This design comes from an exercise in tuning for a short achievable clock period and few clock cycles on the open sky130 flow, not from production work. Only simulation tests tie the RTL to the original design; equivalence was not proved. Power figures rest on the tool's default switching activity, not on a simulated workload.

**flow/run.sh**
```bash
#!/bin/bash
set -euo pipefail
bash standard.sh ADDER_MAP_FILE= "BUFFER_PORTS_ARGS=-buffer_cell sky130_fd_sc_hd__buf_4" finish > flow_make.log 2>&1
```
**standard.sh**
```bash
#!/bin/bash
# synth_recipe.tcl (not shown) runs the flow's synth.tcl, then flattens the netlist and writes it again
# the make line also repeats each setting of config.mk as NAME=value (left out here)
make -C /OpenROAD-flow-scripts/flow DESIGN_CONFIG=/design/flow/config.mk WORK_HOME=/design/flow/orfs CLKGATE_MAP_FILE= SYNTH_SCRIPT=/design/flow/synth_recipe.tcl "${@:-finish}"
```
**config.mk**
```make
export PLATFORM = sky130hd
export DESIGN_NAME = rv_core
export DESIGN_NICKNAME = rv_core
export VERILOG_FILES = /design/flow/design.v
export SDC_FILE = /design/flow/constraint.sdc
export NUM_CORES = 4
export LEC_CHECK = 0
export CAP_MARGIN = 20
export CELL_PAD_IN_SITES_DETAIL_PLACEMENT = 1
export CELL_PAD_IN_SITES_GLOBAL_PLACEMENT = 2
export CORE_MARGIN = 2
export CORE_UTILIZATION = 30
export PLACE_DENSITY = 0.45
export SETUP_SLACK_MARGIN = 4.5
export SLEW_MARGIN = 20
export SYNTH_HIERARCHICAL = 1
```
**constraint.sdc**
```tcl
create_clock -name core_clock -period 7.0 [get_ports {i_clk}]
set_input_delay 1.4000 -clock core_clock [delete_from_list [all_inputs] [get_ports {i_clk}]]
set_output_delay 1.4000 -clock core_clock [all_outputs]
set_load 0.01 [all_outputs]
```
**design.v**
```verilog
`default_nettype none
package rv_core_pkg;
    localparam int XLEN     = 32;
    localparam int NUM_REGS = 32;
    typedef logic [XLEN-1:0]             word_t;
    typedef logic [$clog2(NUM_REGS)-1:0] reg_addr_t;
    localparam logic [6:0] OP_REG   = 7'b0110011;
    localparam logic [6:0] OP_IMM   = 7'b0010011;
    localparam logic [6:0] OP_LOAD  = 7'b0000011;
    localparam logic [6:0] OP_STORE = 7'b0100011;
    localparam logic [2:0] FUNCT3_ADD = 3'b000;
    localparam logic [2:0] FUNCT3_AND = 3'b111;
    localparam logic [2:0] FUNCT3_OR  = 3'b110;
    localparam logic [6:0] FUNCT7_SUB = 7'b0100000;
    typedef enum logic [1:0] {
        ALU_ADD = 2'b00,
        ALU_SUB = 2'b01,
        ALU_AND = 2'b10,
        ALU_OR  = 2'b11
    } alu_op_t;
    typedef enum logic [1:0] {
        FWD_REG = 2'b00,  
        FWD_WB  = 2'b01,
        FWD_MEM = 2'b10
    } fwd_sel_t;
    localparam word_t RESET_PC  = 32'h0000_0000;
    localparam word_t NOP_INSTR = 32'h0000_0013;  
    localparam word_t PC_STEP   = 32'd4;
endpackage
`default_nettype wire
`timescale 1ns/100ps
`default_nettype none
module alu_pg (
    input  logic m,       
    input  logic mn,      
    input  logic ld,      
    input  logic ea,      
    input  logic eb,      
    input  logic fa,      
    input  logic fa0,     
    input  logic fbp,     
    input  logic fla,     
    input  logic flb,     
    input  logic fbn,     
    input  logic fb0,     
    input  logic inv,     
    output logic gn,      
    output logic tn,      
    output logic p,       
    output logic pv       
);
    logic a, b;
    assign a  = (fa & m) | (fla & ld) | (fa0 & ea);
    assign b  = (fbp & m) | (flb & ld) | (fbn & mn) | (fb0 & eb);
    assign gn = ~(a & b);
    assign tn = ~(a | b);
    assign p  = a ^ b;
    assign pv = a ^ b ^ inv;
endmodule
module alu_pg8 (
    input  logic       clk,
    input  logic [7:0] m, mn, ld, ea, eb,
    input  logic       fa_d, fla_d, fa0_d, fbp_d, flb_d, fbn_d, fb0_d,   
    input  logic       inv,
    output logic [7:0] gn, tn, p, pv
);
    logic fa, fla, fa0, fbp, flb, fbn, fb0;
    always_ff @(posedge clk) begin
        fa  <= fa_d;
        fla <= fla_d;
        fa0 <= fa0_d;
        fbp <= fbp_d;
        flb <= flb_d;
        fbn <= fbn_d;
        fb0 <= fb0_d;
    end
    for (genvar i = 0; i < 8; i++) begin : g_bit
        alu_pg u_pg (.m(m[i]), .mn(mn[i]), .ld(ld[i]), .ea(ea[i]), .eb(eb[i]),
                     .fa(fa), .fla(fla), .fa0(fa0), .fbp(fbp), .flb(flb), .fbn(fbn), .fb0(fb0),
                     .inv(inv), .gn(gn[i]), .tn(tn[i]), .p(p[i]), .pv(pv[i]));
    end
endmodule
module pfx_np (
    input  logic gn_hi, tn_hi, gn_lo, tn_lo,
    output logic g, t
);
    assign g = ~(gn_hi & (tn_hi | gn_lo));
    assign t = ~(tn_hi | tn_lo);
endmodule
module pfx_pn (
    input  logic g_hi, t_hi, g_lo, t_lo,
    output logic gn, tn
);
    assign gn = ~(g_hi | (t_hi & g_lo));
    assign tn = ~(t_hi & t_lo);
endmodule
module alu_out (
    input  logic p, pv, c, gn, tn,
    input  logic sadd, sand, sor,
    output logic r,
    output logic s        
);
    assign s  = p ^ c;
    assign r  = (sadd & (pv ^ c)) | (sand & !gn) | (sor & !tn);
endmodule
module alu (
    input  logic clk,
    input  rv_core_pkg::word_t m, mn, ld, ea, eb,
    input  logic fa_d, fla_d, fa0_d, fbp_d, flb_d, fbn_d, fb0_d,
    input  logic cin,
    input  logic sadd, sinv, sand, sor,
    output rv_core_pkg::word_t r,
    output rv_core_pkg::word_t s      
);
    logic [31:0] gn0, tn0, p, pv;
    for (genvar k = 0; k < 4; k++) begin : g_pg
        alu_pg8 u_pg8 (.clk(clk), .m(m[8*k +: 8]), .mn(mn[8*k +: 8]), .ld(ld[8*k +: 8]),
                       .ea(ea[8*k +: 8]), .eb(eb[8*k +: 8]),
                       .fa_d(fa_d), .fla_d(fla_d), .fa0_d(fa0_d), .fbp_d(fbp_d),
                       .flb_d(flb_d), .fbn_d(fbn_d), .fb0_d(fb0_d), .inv(sinv),
                       .gn(gn0[8*k +: 8]), .tn(tn0[8*k +: 8]), .p(p[8*k +: 8]),
                       .pv(pv[8*k +: 8]));
    end
    logic [32:0] gn_1, tn_1;
    assign gn_1 = {gn0, !cin};
    assign tn_1 = {tn0, 1'b1};
    logic [32:0] g_2, t_2;
    assign g_2[0] = !gn_1[0];
    assign t_2[0] = !tn_1[0];
    for (genvar j = 1; j < 33; j++) begin : g_l1
        pfx_np u (.gn_hi(gn_1[j]), .tn_hi(tn_1[j]), .gn_lo(gn_1[j-1]), .tn_lo(tn_1[j-1]),
                  .g(g_2[j]), .t(t_2[j]));
    end
    logic [32:0] gn_4, tn_4;
    for (genvar j = 0; j < 33; j++) begin : g_l2
        if (j < 2) begin : g_pass
            assign gn_4[j] = !g_2[j];
            assign tn_4[j] = !t_2[j];
        end else begin : g_node
            pfx_pn u (.g_hi(g_2[j]), .t_hi(t_2[j]), .g_lo(g_2[j-2]), .t_lo(t_2[j-2]),
                      .gn(gn_4[j]), .tn(tn_4[j]));
        end
    end
    logic [32:0] g_8, t_8;
    for (genvar j = 0; j < 33; j++) begin : g_l3
        if (j < 4) begin : g_pass
            assign g_8[j] = !gn_4[j];
            assign t_8[j] = !tn_4[j];
        end else begin : g_node
            pfx_np u (.gn_hi(gn_4[j]), .tn_hi(tn_4[j]), .gn_lo(gn_4[j-4]), .tn_lo(tn_4[j-4]),
                      .g(g_8[j]), .t(t_8[j]));
        end
    end
    logic [32:0] gn_16, tn_16;
    for (genvar j = 0; j < 33; j++) begin : g_l4
        if (j < 8) begin : g_pass
            assign gn_16[j] = !g_8[j];
            assign tn_16[j] = !t_8[j];
        end else begin : g_node
            pfx_pn u (.g_hi(g_8[j]), .t_hi(t_8[j]), .g_lo(g_8[j-8]), .t_lo(t_8[j-8]),
                      .gn(gn_16[j]), .tn(tn_16[j]));
        end
    end
    logic [32:0] g_32, t_32;
    for (genvar j = 0; j < 33; j++) begin : g_l5
        if (j < 16) begin : g_pass
            assign g_32[j] = !gn_16[j];
            assign t_32[j] = !tn_16[j];
        end else begin : g_node
            pfx_np u (.gn_hi(gn_16[j]), .tn_hi(tn_16[j]), .gn_lo(gn_16[j-16]),
                      .tn_lo(tn_16[j-16]), .g(g_32[j]), .t(t_32[j]));
        end
    end
    for (genvar i = 0; i < 32; i++) begin : g_out
        alu_out u_out (.p(p[i]), .pv(pv[i]), .c(g_32[i]), .gn(gn0[i]), .tn(tn0[i]),
                       .sadd(sadd), .sand(sand), .sor(sor), .r(r[i]),
                       .s(s[i]));
    end
endmodule
`default_nettype wire
`timescale 1ns/100ps
`default_nettype none
module rv_core (
    input  logic  i_clk,
    input  logic  i_rst_n,
    output rv_core_pkg::word_t o_im_addr,
    input  rv_core_pkg::word_t i_im_data,
    output rv_core_pkg::word_t o_dm_addr,
    output rv_core_pkg::word_t o_dm_wdata,
    output logic  o_dm_cs,
    output logic  o_dm_we,
    input  rv_core_pkg::word_t i_dm_rdata
);
    logic [31:2] pc;                   
    logic [31:2] pcn;                  
    logic [31:0] d_ins;
    logic [31:1] d_sel1, d_sel2;       
    logic        d_reg, d_imm, d_ld, d_st, d_wr, d_sub, d_and, d_or;
    logic        d_byp1, d_byp2;       
    logic        d_fwd1, d_fwd2;       
    logic        e_wr, e_ld, e_st;
    logic [4:0]  e_rd;
    rv_core_pkg::word_t e_a, e_b, e_sd;
    logic        e_fs, e_sub, e_and, e_or, e_add;
    logic        e_fls;                
    logic        e_inv;                
    logic        m_wr, m_ld, m_st;
    logic [31:1] m_wsel;
    rv_core_pkg::word_t m_res, m_resn, m_sd;
    rv_core_pkg::word_t a_q;
    logic        cs_q;
    rv_core_pkg::word_t rf [1:31];
    assign o_im_addr = {pc, 2'b00};
    logic [6:0] f_opc;
    logic [2:0] f_f3;
    logic [4:0] f_rs1, f_rs2, f_rd;
    logic       f_reg, f_imm, f_ld, f_st, f_use1, f_use2;
    logic       f_m1, f_m2, f_e1, f_e2;
    assign f_opc = i_im_data[6:0];
    assign f_f3  = i_im_data[14:12];
    assign f_rd  = i_im_data[11:7];
    assign f_rs1 = i_im_data[19:15];
    assign f_rs2 = i_im_data[24:20];
    assign f_reg  = (f_opc == rv_core_pkg::OP_REG) &&
                    (f_f3 == rv_core_pkg::FUNCT3_ADD || f_f3 == rv_core_pkg::FUNCT3_AND ||
                     f_f3 == rv_core_pkg::FUNCT3_OR);
    assign f_imm  = (f_opc == rv_core_pkg::OP_IMM) &&
                    (f_f3 == rv_core_pkg::FUNCT3_ADD || f_f3 == rv_core_pkg::FUNCT3_AND);
    assign f_ld   = (f_opc == rv_core_pkg::OP_LOAD);
    assign f_st   = (f_opc == rv_core_pkg::OP_STORE);
    assign f_use1 = f_reg || f_imm || f_ld || f_st;
    assign f_use2 = f_reg || f_st;
    assign f_e1 = d_wr && (d_ins[11:7] == f_rs1);
    assign f_e2 = d_wr && (d_ins[11:7] == f_rs2);
    assign f_m1 = e_wr && (e_rd == f_rs1);
    assign f_m2 = e_wr && (e_rd == f_rs2);
    always_ff @(posedge i_clk or negedge i_rst_n) begin
        if (!i_rst_n) begin
            d_reg  <= 1'b0;
            d_imm  <= 1'b0;
            d_ld   <= 1'b0;
            d_st   <= 1'b0;
            d_wr   <= 1'b0;
            d_byp1 <= 1'b0;
            d_byp2 <= 1'b0;
            d_fwd1 <= 1'b0;
            d_fwd2 <= 1'b0;
        end else begin
            d_reg  <= f_reg;
            d_imm  <= f_imm;
            d_ld   <= f_ld;
            d_st   <= f_st;
            d_wr   <= (f_reg || f_imm || f_ld) && (f_rd != 5'd0);
            d_byp1 <= f_m1 && f_use1;
            d_byp2 <= f_m2 && f_use2;
            d_fwd1 <= f_e1 && f_use1;
            d_fwd2 <= f_e2 && f_use2;
        end
    end
    always_ff @(posedge i_clk) begin
        if (!i_rst_n) begin
            pc  <= '0;
            pcn <= 30'd1;
        end else begin
            pc  <= pcn;
            pcn <= pcn + 30'd1;
        end
    end
    always_ff @(posedge i_clk) begin
        d_ins <= i_im_data;
        d_sub <= (f_opc == rv_core_pkg::OP_REG) && (f_f3 == rv_core_pkg::FUNCT3_ADD) &&
                 (i_im_data[31:25] == rv_core_pkg::FUNCT7_SUB);
        d_and <= (f_opc == rv_core_pkg::OP_REG || f_opc == rv_core_pkg::OP_IMM) &&
                 (f_f3 == rv_core_pkg::FUNCT3_AND);
        d_or  <= (f_opc == rv_core_pkg::OP_REG) && (f_f3 == rv_core_pkg::FUNCT3_OR);
        for (int i = 1; i < 32; i++) begin
            d_sel1[i] <= (f_rs1 == 5'(i));
            d_sel2[i] <= (f_rs2 == 5'(i));
        end
    end
    rv_core_pkg::word_t rf1, rf2, m_val, d_a, d_b, imm;
    always_comb begin
        rf1 = '0;
        rf2 = '0;
        for (int i = 1; i < 32; i++) begin
            rf1 = rf1 | ({32{d_sel1[i]}} & rf[i]);
            rf2 = rf2 | ({32{d_sel2[i]}} & rf[i]);
        end
    end
    assign m_val = m_ld ? i_dm_rdata : m_res;
    assign d_a = d_byp1 ? m_val : rf1;
    assign d_b = d_byp2 ? m_val : rf2;
    logic d_lsub;
    assign d_lsub = d_fwd2 && d_sub && e_ld;
    assign imm = d_st ? {{20{d_ins[31]}}, d_ins[31:25], d_ins[11:7]}
                      : {{20{d_ins[31]}}, d_ins[31:20]};
    always_ff @(posedge i_clk or negedge i_rst_n) begin
        if (!i_rst_n) begin
            e_wr <= 1'b0;
            e_ld <= 1'b0;
            e_st <= 1'b0;
        end else begin
            e_wr <= d_wr;
            e_ld <= d_ld;
            e_st <= d_st;
        end
    end
    always_ff @(posedge i_clk) begin
        e_rd  <= d_ins[11:7];
        e_a   <= d_lsub ? ~d_a : d_a;
        e_b   <= d_reg ? (d_sub ? ~d_b : d_b) : imm;
        e_sd  <= d_b;
        e_fs  <= d_fwd2 && !e_ld;
        e_fls <= d_fwd2 && e_ld;
        e_add <= !d_and && !d_or && !(d_lsub && d_fwd1);
        e_sub <= d_sub && !d_lsub;
        e_inv <= d_lsub && !d_fwd1;
        e_and <= d_and;
        e_or  <= d_or;
    end
    rv_core_pkg::word_t x_res, x_sum, x_sd;
    assign x_sd = e_fs ? m_res : (e_fls ? i_dm_rdata : e_sd);
    logic x_fa_d, x_fla_d, x_fa0_d, x_fbp_d, x_flb_d, x_fbn_d, x_fb0_d;
    assign x_fa_d  = d_fwd1 && !e_ld;
    assign x_fla_d = d_fwd1 && e_ld;
    assign x_fa0_d = !d_fwd1;
    assign x_fbp_d = d_fwd2 && d_reg && !d_sub && !e_ld;
    assign x_flb_d = d_fwd2 && d_reg && e_ld;
    assign x_fbn_d = d_fwd2 && d_sub && !e_ld;
    assign x_fb0_d = !(d_fwd2 && d_reg);
    alu u_alu (
        .clk  (i_clk),
        .m    (m_res),
        .mn   (m_resn),
        .ld   (i_dm_rdata),
        .ea   (e_a),
        .eb   (e_b),
        .fa_d (x_fa_d),
        .fla_d(x_fla_d),
        .fa0_d(x_fa0_d),
        .fbp_d(x_fbp_d),
        .flb_d(x_flb_d),
        .fbn_d(x_fbn_d),
        .fb0_d(x_fb0_d),
        .cin  (e_sub),
        .sadd (e_add),
        .sinv (e_inv),
        .sand (e_and),
        .sor  (e_or),
        .r    (x_res),
        .s    (x_sum)
    );
    always_ff @(posedge i_clk or negedge i_rst_n) begin
        if (!i_rst_n) begin
            m_wr <= 1'b0;
            m_ld <= 1'b0;
            m_st <= 1'b0;
        end else begin
            m_wr <= e_wr;
            m_ld <= e_ld;
            m_st <= e_st;
        end
    end
    always_ff @(posedge i_clk) begin
        m_res  <= x_res;
        m_resn <= ~x_res;
        m_sd   <= x_sd;
        a_q    <= x_sum;
        cs_q   <= e_ld || e_st;    
        for (int i = 1; i < 32; i++) m_wsel[i] <= (e_rd == 5'(i));
    end
    always_ff @(posedge i_clk or negedge i_rst_n) begin
        if (!i_rst_n) begin
            for (int i = 1; i < 32; i++) rf[i] <= '0;
        end else begin
            for (int i = 1; i < 32; i++) begin
                if (m_wr && m_wsel[i]) rf[i] <= m_val;
            end
        end
    end
    assign o_dm_addr  = a_q;
    assign o_dm_wdata = m_sd;
    assign o_dm_cs    = cs_q;
    assign o_dm_we    = m_st;
endmodule
`default_nettype wire
```
==> results of run 1 <==
==> layout make-up <==
type                            instances  area (um2)  area share, %
Inverter                               84         325          0.408
Sequential cell                      1444       34300           43.0
Tap cell                             2838        3550           4.45
Clock buffer                          269        5370           6.73
Clock inverter                         52         571          0.715
Timing Repair Buffer                  498        5230           6.56
Multi-Input combinational cell       4655       30400           38.1
Antenna cell                           10        25.0         0.0314
==> worst min-delay path by stage <==
| stage | start | to | slack [ns] |
|---|---|---|---|
| floorplan | d_ld | e_ld | 0.33 |
| global placement | d_ld | e_ld | 0.34 |
| detailed placement | d_ld | e_ld | 0.34 |
| CTS | d_ld | e_ld | 0.35 |
| global route | d_ld | e_ld | 0.36 |
| finish | d_ld | e_ld | 0.35 |
==> power groups by stage <==
stage | Sequential [W] | Combinational [W] | Clock [W]
6_report | 0.00941 | 0.00498 | 0.00961
5_1_grt | 0.00945 | 0.00521 | 0.0101
3_5_place_dp | 0.00952 | 0.00432 | 0
3_3_place_gp | 0.00953 | 0.00433 | 0
4_1_cts | 0.00941 | 0.00468 | 0.00975
2_1_floorplan | 0.00929 | 0.00236 | 0
==> routing by layer <==
metal	wire [um]	share of wire, %	up-vias
met5	142	0.035	-
met4	25600	6.3	10
met3	33300	8.1	868
met2	176000	43	3063
met1	174000	43	31500
li1	-	-	24700
==> stage by stage <==
stage | setup WS [ns] | instances | hold slack (ns) | util (%)
after floorplan | 3.98 | 6745 | 0.331 | -
after global placement | 3.37 | 9353 | 0.336 | 32.6
after detailed placement | 3.38 | 9353 | 0.337 | 32.6
after CTS | 4.17 | 9775 | 0.352 | 36.6
after global routing | 4.19 | 9843 | 0.359 | 37.2
final | 4.24 | 9850 | 0.350 | 37.2
==> what timing repair did <==
action / in CTS / in global routing
gates cloned: 18 / 0
hold buffers: 0 / 0
setup endpoints to repair: 1063 / 192
gates resized for setup: 478 / 224
pin swaps: 115 / 103
setup buffers: 83 / 64
==> results_dict.tcl, run 1 <==
set metrics [dict create \
    yosysWarnings 9 \
    post_drt_wl_per_cell_um 41.6 \
    drt_wl_total_um 409000 \
    grt.met1_usage_pct 49.4 \
    hold_viol 0 \
    hp-class "flip-flop to flip-flop" \
    cp.depth 1 \
    syn_area_per_cell_um2 9.56 \
    drt-pass1-iter-count 5 \
    arrival_ns 1.36 \
    crit_end "o_dm_we" \
    vias 60100 \
    final_common_cell "a21oi_1" \
    regMostFlops "rf" \
    fillCellCount 23600 \
    cts-root-buf "clkbuf_16" \
    netlist_instances 6744 \
    cp-startpoint "m_st" \
    cts_inserted_buffers 176 \
    drt_iter0_drc 7152 \
    power_switching_w 0.00775 \
    r2r_start "d_sel1[12]" \
    rows 170 \
    grt_use_total_pct 36.7 \
    ctsHtreeMaxLevel 4 \
    crit_buf_inv 1 \
    first_global_vias 59700 \
    p_seq_share_pct 39.2 \
    syn-cell-area_um2 64500 \
    max_stage_delay_ns 0.39 \
    powerDensity_nw_per_um2 301 \
    final_cell_mix "1118 x a21oi_1, 1088 x nor2_1, 1001 x dfrtp_1, 356 x a22oi_1, 320 x a22o_1" \
    busiest_layer "met2" \
    grt_pass1_wl_um 546000 \
    rsz0062_at_grt "true" \
    grt.overflow.total 0 \
    internal_power_w 0.0163 \
    comb_power_share_pct 20.8 \
    final_cell_area_um2 79800 \
    crit_type "flip-flop to output pin" \
    clk_latency_ns 0.85 \
    slew_viol_final 0 \
    crit_path_end_kind "output pin" \
    vdd_drop_max_mv 0.270 \
    status "no timing/DRC/antenna violations" \
    grt_antenna_before_repair 33 \
    grt_max_degree 147 \
    start_util_pct 30.1 \
    switching_share_pct 32.3 \
    cts_tree "built" \
    whs_path_depth 0 \
    finalCritPeriodShare_pct 39.4 \
    cts_num_sinks 1444 \
    drv_cap 0 \
    crit_chain "buf_6" \
    reg2reg_depth 7 \
    cts_max_path_buffers 3 \
    core_area_um2 214000 \
    largest_reg_flops 992 \
    area_delta_synth_final_pct 23.6 \
    drt.antenna.violating_nets 0 \
    worst_pin_slew_ns 1.18 \
    timing.final.crit_period_ns 2.76 \
    fin_worst_skew_ns 0.0251 \
    fp.dieW_um 468 \
    drc 0 \
    crit_slowest_cell "dfrtp_1" \
    dp.final_hpwl_um 236000 \
    portBuffers 161 \
    grt_use_met3_pct 8.62 \
    critPathMaxFanout 1 \
    cp_top_family "flip-flops" \
    dieArea_um2 219000 \
    leakagePower_nw 28.8 \
    postPlaceCellArea_um2 69800 \
    met2_usage_pct 54.3 \
    pin_count 164 \
    gp_congestion 0.887 \
    power_w 0.0240 \
    drive_gt1_share_pct 21.4 \
    fmax_ghz 0.362 \
    start_kind "flip-flop" \
    finalSetupViolCount 0 \
    nets 6925 \
    required_ns 5.60 \
    slew_headroom_pct 21.4 \
    r2r_slack_ns 4.40 \
    clock_power_share_pct 40.0 \
    worstReg2RegEnd "e_a[6]" \
    die_h_um 468 \
    clk_pin_slew_worst_paths_ns 0.06 \
    setup_tns_ns 0 \
    via_per_inst 6.10 \
]
Testbench counts, summed over its fixed seeds: cycles 5,824.
==> run 2, diff against run 1 <==
--- a/config.mk
+++ b/config.mk
@@ -7,9 +7,7 @@
 export LEC_CHECK = 0
 export CAP_MARGIN = 20
-export CELL_PAD_IN_SITES_DETAIL_PLACEMENT = 1
-export CELL_PAD_IN_SITES_GLOBAL_PLACEMENT = 2
 export CORE_MARGIN = 2
 export CORE_UTILIZATION = 30
-export PLACE_DENSITY = 0.45
+export PLACE_DENSITY = 0.5
 export SETUP_SLACK_MARGIN = 4.5
 export SLEW_MARGIN = 20
==> run 2 against run 1 <==
Effect of this change: synthesized area stayed put; via count grew 0.44%; routed wire length decreased by 18%; maximum frequency grew 0.96%; critical path depth stayed put; global-route usage fell by 7.2 points; clock power fell by about 10%; count of clock-buffer cells in the layout is 46 lower; clock skew up 0.011 ns.
==> results_dict.tcl, run 2 <==
set metrics [dict create \
    met2_usage_pct 41.4 \
    rows 170 \
    clk_latency_ns 0.83 \
    busiest_layer "met2" \
    syn_area_per_cell_um2 9.56 \
    grt_pass1_wl_um 455000 \
    largest_reg_flops 992 \
    portBuffers 161 \
    postPlaceCellArea_um2 69400 \
    final_cell_mix "1119 x a21oi_1, 1092 x nor2_1, 1001 x dfrtp_1, 357 x a22oi_1" \
    finalCritPeriodShare_pct 39.1 \
    netlist_instances 6744 \
    die_h_um 468 \
    crit_slowest_cell "dfrtp_1" \
    worstReg2RegEnd "e_a[27]" \
    fin_worst_skew_ns 0.0364 \
    grt.met1_usage_pct 38.9 \
    regMostFlops "rf" \
    critPathMaxFanout 1 \
    whs_path_depth 0 \
    cts-root-buf "clkbuf_16" \
    timing.final.crit_period_ns 2.73 \
    vdd_drop_max_mv 0.202 \
    clk_pin_slew_worst_paths_ns 0.06 \
    drive_gt1_share_pct 20.2 \
    fmax_ghz 0.366 \
    cts_tree "built" \
    dp_worst_setup_slack_ns 3.41 \
    finalSetupViolCount 0 \
    cts_inserted_buffers 155 \
    vias 60400 \
    syn-cell-area_um2 64500 \
    drv_cap 0 \
    slew_viol_final 0 \
    dieArea_um2 219000 \
    grt_use_met3_pct 10.4 \
    yosysWarnings 9 \
    area_delta_synth_final_pct 21.1 \
    powerDensity_nw_per_um2 292 \
    slew_headroom_pct 22.4 \
    final_common_cell "a21oi_1" \
    grt_use_total_pct 29.5 \
    cp.depth 1 \
    r2r_slack_ns 4.39 \
    ctsHtreeMaxLevel 4 \
    max_stage_delay_ns 0.40 \
    grt_antenna_before_repair 13 \
    crit_chain "buf_6" \
    cp_top_family "flip-flops" \
    drt.antenna.violating_nets 0 \
    start_util_pct 30.1 \
    setup_tns_ns 0 \
    dp.final_hpwl_um 192000 \
    final_cell_area_um2 78100 \
    status "no timing/DRC/antenna violations" \
    drc 0 \
    cts_max_path_buffers 3 \
    core_area_um2 214000 \
    grt_max_degree 200 \
    crit_path_end_kind "output pin" \
    arrival_ns 1.33 \
    setup_ws_ns 4.27 \
    fp.dieW_um 468 \
    via_per_inst 6.18 \
    pin_count 164 \
    rsz0062_at_grt "true" \
    drt-pass1-iter-count 8 \
    worst_pin_slew_ns 1.16 \
    r2r_start "d_sel1[28]" \
    grt.overflow.total 0 \
    hold_start "d_ld" \
    required_ns 5.60 \
    hold_end "e_ld" \
    drt_iter0_drc 10600 \
    crit_buf_inv 1 \
    crit_type "flip-flop to output pin" \
    leakagePower_nw 28.1 \
    post_drt_wl_per_cell_um 34.4 \
    fin_cells 9774 \
    hold_viol 0 \
    hold_slack_ns 0.348 \
    gp_congestion 0.923 \
    reg2reg_depth 7 \
    first_global_vias 56500 \
    hp-class "flip-flop to flip-flop" \
    drt_wl_total_um 337000 \
    start_kind "flip-flop" \
    cts_num_sinks 1444 \
    nets 6865 \
    hold_buffers 0 \
    place_inst 9330 \
]
run 2: per-layer routing:
| layer | vias to the layer above | share of wire (%) |
|---|---|---|
| met1 | 29900 | 39 |
| li1 | 24500 | - |
| met4 | 8 | 7.6 |
| met3 | 1274 | 13 |
| met2 | 4677 | 40 |
| met5 | - | 0.016 |
run 2: timing repair:
| action | 4_1_cts | 5_1_grt |
|---|---|---|
| endpoints found under the setup margin | 952 | 386 |
| pin swaps | 91 | 77 |
| buffers inserted | 81 | 57 |
| cloned | 6 | 4 |
| endpoints found under the hold margin | 0 | 0 |
| resized for setup | 417 | 161 |
run 2: worst max-delay path by stage:
stage             startpoint   endpoint  slack [ns]
4_1_cts                 m_st    o_dm_we        4.22
6_report                m_st    o_dm_we        4.27
3_5_place_dp   i_dm_rdata[0]  m_res[21]        3.41
3_3_place_gp   i_dm_rdata[2]  m_res[21]        3.39
2_1_floorplan  i_dm_rdata[0]  m_res[31]        3.98
5_1_grt                 m_st    o_dm_we        4.21
run 2: per-stage QoR:
stage	power, W	utilization, %
2_1_floorplan	0.0117	-
3_3_place_gp	0.0134	32.4
3_5_place_dp	0.0135	32.4
4_1_cts	0.0225	35.9
5_1_grt	0.0234	36.5
6_report	0.0228	36.5
run 2: layout make-up:
| cell class | instances | area [um2] |
|---|---|---|
| Fill cell | 21300 | 136000 |
| Timing Repair Buffer | 467 | 4650 |
| Inverter | 84 | 318 |
| Tap cell | 2838 | 3550 |
| Antenna cell | 14 | 35.0 |
| Clock inverter | 57 | 564 |
| Sequential cell | 1444 | 34300 |
| Multi-Input combinational cell | 4647 | 30000 |
| Clock buffer | 223 | 4710 |
run 2: power breakdown:
part	switching, W	total, W	leakage [nW]	internal [W]
registers	0.000514	0.00938	12.6	0.00886
clock network	0.00366	0.00864	2.62	0.00498
logic	0.00306	0.00476	12.9	0.00171
==> run 3, diff against run 2 <==
--- a/config.mk
+++ b/config.mk
@@ -7,7 +7,9 @@
 export LEC_CHECK = 0
 export CAP_MARGIN = 20
+export CELL_PAD_IN_SITES_DETAIL_PLACEMENT = 1
+export CELL_PAD_IN_SITES_GLOBAL_PLACEMENT = 2
 export CORE_MARGIN = 2
-export CORE_UTILIZATION = 30
-export PLACE_DENSITY = 0.5
+export CORE_UTILIZATION = 45
+export PLACE_DENSITY = 0.6
 export SETUP_SLACK_MARGIN = 4.5
 export SLEW_MARGIN = 20
==> run 3 against run 2 <==
Effect of this change: sequential power about the same; maximum frequency up 0.61%; combinational power up 0.8%; critical path depth up 11; critical endpoint is now m_res[18]; sequential cell count unchanged; sequential share of layout area up 0.63 points.
==> results_dict.tcl, run 3 <==
set metrics [dict create \
    finalSetupViolCount 0 \
    gp_congestion 0.934 \
    final_common_cell "a21oi_1" \
    grt_pass1_wl_um 470000 \
    cts_inserted_buffers 160 \
    crit_type "primary input to flip-flop" \
    nets 6856 \
    cts_tree "built" \
    drt_iter0_drc 8784 \
    drt-pass1-iter-count 7 \
    slew_headroom_pct 20.8 \
    rsz0062_at_grt "true" \
    pin_count 164 \
    start_kind "primary input" \
    required_ns 7.66 \
    clk_latency_ns 0.81 \
    arrival_ns 3.38 \
    r2r_start "d_sel2[10]" \
    worstReg2RegEnd "e_b[3]" \
    cts_num_sinks 1444 \
    postLayoutCoreUtil_pct 54.2 \
    ctsHtreeMaxLevel 4 \
    reg2reg_depth 7 \
    netlist_instances 6744 \
    rows 138 \
    post_drt_wl_per_cell_um 39.0 \
    dp_worst_setup_slack_ns 3.37 \
    timing.final.crit_period_ns 2.72 \
    cts_max_path_buffers 3 \
    leakagePower_nw 28.0 \
    regMostFlops "rf" \
    dieArea_um2 146000 \
    worst_pin_slew_ns 1.19 \
    drt_wl_total_um 344000 \
    portBuffers 161 \
    crit_end "m_res[18]" \
    status "no timing/DRC/antenna violations" \
    hp-class "flip-flop to flip-flop" \
    drv_cap 0 \
    drc 0 \
    hold_buffers 0 \
    syn-cell-area_um2 64500 \
    first_global_vias 60900 \
    via_per_inst 6.98 \
    largest_reg_flops 992 \
    setup_tns_ns 0 \
    hold_viol 0 \
    grt_max_degree 168 \
    start_util_pct 45.4 \
    slew_viol_final 0 \
    die_h_um 383 \
    fmax_ghz 0.368 \
    syn_area_per_cell_um2 9.56 \
    grt.overflow.total 0 \
    clk_pin_slew_worst_paths_ns 0.06 \
    finalCritPeriodShare_pct 38.8 \
    drive_gt1_share_pct 20.3 \
    fp.dieW_um 383 \
    r2r_slack_ns 4.34 \
    core_area_um2 142000 \
    area_delta_synth_final_pct 19.4 \
    drt.antenna.violating_nets 0 \
    fin_worst_skew_ns 0.0325 \
    vias 61700 \
    critPathMaxFanout 4 \
    setup_ws_ns 4.28 \
    crit_path_end_kind "flip-flop" \
    cts-root-buf "clkbuf_16" \
    grt_use_total_pct 45.5 \
    grt_antenna_before_repair 21 \
    powerDensity_nw_per_um2 298 \
    cp-startpoint "i_dm_rdata[3]" \
    final_cell_mix "1114 x a21oi_1, 1088 x nor2_1, 1001 x dfrtp_1, 356 x a22oi_1, 320 x a22o_1" \
    yosysWarnings 9 \
    vdd_drop_max_mv 0.270 \
    dp.final_hpwl_um 196000 \
]
-- run 3: power breakdown --
part / internal (W) / total [W] / leakage, nW / switching, W
Clock: 0.00505 / 0.00879 / 2.63 / 0.00374
Combinational: 0.00167 / 0.00480 / 12.8 / 0.00312
Sequential: 0.00887 / 0.00936 / 12.6 / 0.000496
-- run 3: final cells by class --
cell class | count | area, um2
Sequential cell | 1444 | 34300
Antenna cell | 18 | 45.0
Clock inverter | 56 | 666
Multi-Input combinational cell | 4641 | 30100
Tap cell | 1890 | 2360
Clock buffer | 237 | 4680
Fill cell | 15300 | 64900
Inverter | 84 | 315
Timing Repair Buffer | 459 | 4560
-- run 3: repair_timing --
action / 4_1_cts / 5_1_grt
gates resized for setup: 402 / 205
pin swaps: 89 / 52
buffers inserted: 79 / 45
endpoints found under the setup margin: 958 / 530
gates cloned: 0 / 3
-- run 3: worst max-delay path: stages --
cell and delay, ns:
buf_8 0.10, a22oi_2 0.17, nand2_2 0.11, nor2_4 0.22, buf_6 0.14, o21ai_4 0.08
a21oi_4 0.23, o21ai_4 0.10, a21oi_2 0.19, o21ai_4 0.13, xor2_1 0.19, a221o_1 0.32
-- run 3: worst min-delay path by stage --
stage	startpoint	end	slack (ns)	cells after the start
final	d_ld	e_ld	0.35	0
after global placement	d_ld	e_ld	0.33	0
after floorplan	d_ld	e_ld	0.33	0
after CTS	d_ld	e_ld	0.35	0
after detailed placement	d_ld	e_ld	0.34	0
after global routing	d_ld	e_ld	0.37	0
-- run 3: per-stage QoR --
stage	cell area, um2	cells	power, W	hold WS [ns]
2_1_floorplan	65000	6745	0.0117	0.331
3_5_place_dp	68300	8390	0.0136	0.338
5_1_grt	77000	8814	0.0235	0.368
6_report	77000	8829	0.0230	0.349
3_3_place_gp	68300	8388	0.0135	0.333
4_1_cts	75800	8762	0.0226	0.351
-- run 3: routing by layer --
| layer | GRT usage, % | vias up | wire, um |
|---|---|---|---|
| met2 | 65.4 | 4595 | 145000 |
| met3 | 15.4 | 1416 | 42100 |
| met4 | 30.5 | 17 | 28400 |
| met5 | 0.298 | - | 528 |
| met1 | 57.9 | 31200 | 129000 |
| li1 | - | 24500 | - |

==> port drivers added, routing unchanged <==
The results above use ideal ports. As a check the final layouts listed here were re-extracted and re-timed, cells and wires unchanged.
Step 1 assumes that a clkbuf_16 drives the clock port and a buf_2 every other input.
Step 2 adds t to the input delays and takes it off the output delays; t is the mean of the earliest and latest rising clock arrival at the registers after step 1. Input paths then give back, and output paths get back, about the clock's delay inside the block.
Three values: ideal ports, drivers, drivers and shift; two values: the first two.
| run | shift t [ns] | slack for setup (ns) | hold slack, ns | worst slew at a driven data input, ns |
|---|---|---|---|---|
| run 1 | 0.938 | 4.239 / 4.139 / 3.439 | 0.350 / 0.350 / 0.350 | 0.09 |
| run 2 | 0.893 | 4.265 / 4.179 / 3.445 | 0.348 / 0.348 / 0.348 | 0.31 |
| run 3 | 0.884 | 4.282 / 4.226 / 3.391 | 0.349 / 0.349 / 0.349 | 0.28 |
After both steps every run listed still meets setup and hold. The setup slack of run 3, which loses most, moves by -0.056 ns with the drivers and by -0.891 ns with both steps.
